Source: an optimization exercise on an open RTL-to-GDS flow (aim: small area). Production flows keep margins and buffers that such runs may drop.
The RTL was checked by simulation tests, not by an equivalence proof against the original design.
The clock input has no modelled driver; a real chip could not lean on it and would need a root buffer or a full tree.
Power figures rest on the tool's default switching activity, not on a simulated workload.

== run 1 ==
// status_console
module status_console (
   input  logic         clk,
   input  logic         arst_n,
   input  logic [65:0]  status,        
   input  logic [9:0]   fetch_addr,    
   output logic [7:0]   fetch_char     
);
Size in the first run: roughly 150 cells after synthesis, ~86 I/O pins, ~930 um2 of cells after synthesis.
==> flow/config.mk <==
export PLATFORM = sky130hd
export DESIGN_NAME = status_console
export DESIGN_NICKNAME = status_console
export VERILOG_FILES = /design/flow/design.v
export SDC_FILE = /design/flow/constraint.sdc
export NUM_CORES = 4
export LEC_CHECK = 0
export CAP_MARGIN = 20
export CORE_AREA = 2.3 2.72 58.7 60.0
export CTS_BUF_LIST = sky130_fd_sc_hd__clkbuf_2
export DIE_AREA = 0 0 61 62.2
export PLACE_DENSITY = 0.7
export SLEW_MARGIN = 20
export SYNTH_MEMORY_MAX_BITS = 8192
==> flow/constraint.sdc <==
create_clock -name core_clock -period 6.0 [get_ports {clk}]
set_input_delay 1.2000 -clock core_clock [delete_from_list [all_inputs] [get_ports {clk}]]
set_output_delay 1.2000 -clock core_clock [all_outputs]
set_load 0.01 [all_outputs]
standard.sh (not shown) runs the stock make flow with config.mk's settings and CLKGATE_MAP_FILE= SYNTH_SCRIPT=/design/flow/synth_recipe.tcl, a recipe that flattens the netlist after the stock synthesis.
==> flow/flow/run.sh <==
#!/bin/bash
# The standard layout, with two changes:
#  - the synthesized netlist is flow/netlist.v, built gate by gate from the same
#    function as the RTL (see gen/ in the version); this script first proves with
#    yosys that it does exactly what design.v does, and stops if it does not.
#    Its registers are the standard synthesis's: same names, same dfxtp cells;
#  - the port buffers are the smallest buffer (buf_1) instead of the delay buffer
#    the resizer picks by default.
set -euo pipefail
here=$(pwd)
res=$here/orfs/results/$FLOW_PLATFORM/status_console/base
lib=$FLOW_HOME/platforms/$FLOW_PLATFORM/lib/sky130_fd_sc_hd__tt_025C_1v80.lib
export BUFFER_PORTS_ARGS="-buffer_cell sky130_fd_sc_hd__buf_1"
export CTS_ARGS="-buf_list sky130_fd_sc_hd__clkbuf_2 -root_buf sky130_fd_sc_hd__clkbuf_2 -dont_use_dummy_load -repair_clock_nets"

# The standard synthesis, for everything the later steps read besides the netlist
bash standard.sh synth > flow_synth.log 2>&1

bash flow/equiv.sh "$FLOW_DESIGN" flow/netlist.v "$lib" > flow_equiv.log 2>&1
grep -q "Equivalence successfully proven" flow_equiv.log

cp "$res/1_2_yosys.v" standard_1_2_yosys.v
cp flow/netlist.v "$res/1_2_yosys.v"
rm -f "$res/1_synth.odb" "$res/1_synth.sdc"
bash standard.sh finish > flow_layout.log 2>&1
==> flow/flow/equiv.sh <==
#!/bin/bash
# equiv.sh DESIGN NETLIST LIB: proves that NETLIST does what DESIGN (the RTL) does,
# register for register (the registers are paired by name).
set -euo pipefail
D=$1; N=$2; LIB=$3; T=$(mktemp -d equiv.XXXXXX)
yosys -p "read_verilog -sv $D; hierarchy -top status_console; proc; flatten; memory; memory_map; opt; rename status_console gold; write_rtlil $T/gold.il"
yosys -p "read_liberty -ignore_miss_func $LIB; read_verilog $N; hierarchy -top status_console; proc; flatten; opt_clean; rename status_console gate; write_rtlil $T/gate.il"
yosys -p "read_rtlil $T/gold.il; read_rtlil $T/gate.il; equiv_make gold gate equiv; hierarchy -top equiv; equiv_simple -seq 2; equiv_induct -seq 2; equiv_status -assert"
rm -rf "$T"
Other scripts of this flow, unchanged in this note and not shown: flow/flow/netlist.v
Run 1 finished end to end and its layout was clean on timing, DRC and antenna.
[inputs] run 2 vs run 1
--- a/flow/flow/run.sh
+++ b/flow/flow/run.sh
@@ -1,4 +1,4 @@
 #!/bin/bash
-# The standard layout, with two changes:
+# The standard layout, with three changes:
 #  - the synthesized netlist is flow/netlist.v, built gate by gate from the same
 #    function as the RTL (see gen/ in the version); this script first proves with
@@ -6,5 +6,8 @@
 #    Its registers are the standard synthesis's: same names, same dfxtp cells;
 #  - the port buffers are the smallest buffer (buf_1) instead of the delay buffer
-#    the resizer picks by default.
+#    the resizer picks by default;
+#  - the clock of the seven registers comes through one clkbuf_2 placed among them
+#    (flow/cts_one_buffer.tcl) instead of TritonCTS's root buffer, two leaf
+#    buffers and a dummy load.
 set -euo pipefail
 here=$(pwd)
@@ -12,5 +15,4 @@
 lib=$FLOW_HOME/platforms/$FLOW_PLATFORM/lib/sky130_fd_sc_hd__tt_025C_1v80.lib
 export BUFFER_PORTS_ARGS="-buffer_cell sky130_fd_sc_hd__buf_1"
-export CTS_ARGS="-buf_list sky130_fd_sc_hd__clkbuf_2 -root_buf sky130_fd_sc_hd__clkbuf_2 -dont_use_dummy_load -repair_clock_nets"
 
 # The standard synthesis, for everything the later steps read besides the netlist
@@ -23,3 +25,5 @@
 cp flow/netlist.v "$res/1_2_yosys.v"
 rm -f "$res/1_synth.odb" "$res/1_synth.sdc"
+bash standard.sh place > flow_place.log 2>&1
+RESULTS=$res LIB=$lib openroad -no_init -exit flow/cts_one_buffer.tcl > flow_cts.log 2>&1
 bash standard.sh finish > flow_layout.log 2>&1
==> flow/flow/cts_one_buffer.tcl (new file) <==
# Clock "tree" for the seven fetch_char registers: one clkbuf_2 between the clk
# port and every register clock pin, placed at the registers' centroid. All
# registers get the same clock arrival; no other change to the placement.
set res $::env(RESULTS)
read_liberty $::env(LIB)
read_db $res/3_place.odb
read_sdc $res/3_place.sdc

set block [ord::get_db_block]
set clk [$block findNet clk]
set master [[ord::get_db] findMaster sky130_fd_sc_hd__clkbuf_2]
set buf [odb::dbInst_create $block $master clkbuf_regs]
set leaf [odb::dbNet_create $block clknet_regs]
$leaf setSigType CLOCK
$clk setSigType CLOCK

set n 0; set sx 0; set sy 0
foreach it [$clk getITerms] {
  set inst [$it getInst]
  if {[[$it getMTerm] getName] ne "CLK"} { error "unexpected load on clk: [$inst getName]" }
  $it disconnect
  $it connect $leaf
  lassign [$inst getLocation] x y
  incr sx $x; incr sy $y; incr n
}
puts "moved $n register clock pins to clknet_regs"
[$buf findITerm A] connect $clk
[$buf findITerm X] connect $leaf
$buf setLocation [expr {$sx / $n}] [expr {$sy / $n}]
$buf setPlacementStatus PLACED
global_connect

detailed_placement
check_placement -verbose

set_propagated_clock [all_clocks]
estimate_parasitics -placement
report_clock_skew
report_checks -path_delay min_max
report_check_types -max_slew -max_capacitance -violators

write_db $res/4_1_cts.odb
write_sdc $res/4_cts.sdc
file copy -force $res/4_1_cts.odb $res/4_cts.odb
[summary]
Summary of run 2 over run 1: power share of the clock group decreased 8.4 points; wire length of the first global-routing pass decreased 1.0%; routed length per placed instance essentially unchanged; worst slew margin relative to its limit increased 0.35 points; global-route usage decreased 0.65 points.
Compared to run 1, run 2 shows a narrower setup margin.
Here is what was changed in the inputs of run 3 compared with run 2.
--- a/flow/flow/run.sh
+++ b/flow/flow/run.sh
@@ -7,5 +7,5 @@
 #  - the port buffers are the smallest buffer (buf_1) instead of the delay buffer
 #    the resizer picks by default;
-#  - the clock of the seven registers comes through one clkbuf_2 placed among them
+#  - the clock of the seven registers comes through one clkbuf_4 placed among them
 #    (flow/cts_one_buffer.tcl) instead of TritonCTS's root buffer, two leaf
 #    buffers and a dummy load.
--- a/flow/flow/cts_one_buffer.tcl
+++ b/flow/flow/cts_one_buffer.tcl
@@ -1,3 +1,3 @@
-# Clock "tree" for the seven fetch_char registers: one clkbuf_2 between the clk
+# Clock "tree" for the seven fetch_char registers: one clkbuf_4 between the clk
 # port and every register clock pin, placed at the registers' centroid. All
 # registers get the same clock arrival; no other change to the placement.
@@ -9,5 +9,5 @@
 set block [ord::get_db_block]
 set clk [$block findNet clk]
-set master [[ord::get_db] findMaster sky130_fd_sc_hd__clkbuf_2]
+set master [[ord::get_db] findMaster sky130_fd_sc_hd__clkbuf_4]
 set buf [odb::dbInst_create $block $master clkbuf_regs]
 set leaf [odb::dbNet_create $block clknet_regs]
==> run summary <==
- Run 2 and run 3 ended up with roughly the same count of inverters other than clock inverters in the layout.
- [run 3 vs run 2] layout overhead on the synthesized area: higher in run 3
- Any difference in final design instance area without fill between run 2 and run 3 is small enough to ignore.
- Diff run 3..run 2 | first-pass GRT wire length | negligible
- As far as utilization is concerned, run 3 and run 2 perform about the same.
- Compared with run 2, run 3 shows a higher post-layout total power.
- Total count of hold-check failures in the final report came out exactly the same in run 2 and run 3.
- For routed length per instance, run 3 and run 2 come out practically identical.
- [compare] base=run 2 new=run 3: fmax held steady, detailed-routed wire length on met2 held steady.
- Share of the clock period used by the worst path, run 2 and run 3: lower on run 2
In run 2 and run 3 the design's own scripts or RTL, not TritonCTS, make the clock network.

port drivers added, routing unchanged:
No port has a modelled driver above. Below, the same layouts with a new extraction and two added sets of constraints. Step 1: set_driving_cell puts a clkbuf_16 on clk and a buf_2 on each other input, an assumption about the parent block. Step 2 also shifts input and output timing later by t, the mid clock arrival at the registers, as if the neighbouring blocks saw the same clock. Slacks: ideal ports / drivers / drivers and shift; pairs: ideal ports / drivers.
run | t, ns | setup slack, ns | hold slack, ns
run 1 | 0.228 | 2.741 / 2.737 / 2.509 | 1.317 / 1.349 / 1.577
run 2 | 0.154 | 2.670 / 2.665 / 2.511 | 1.386 / 1.418 / 1.572
run 3 | 0.154 | 2.660 / 2.656 / 2.502 | 1.391 / 1.423 / 1.577
After both steps every run listed still meets setup and hold. For run 1, which loses most, drivers alone change the setup slack by -0.004 ns; drivers and shift together by -0.232 ns.
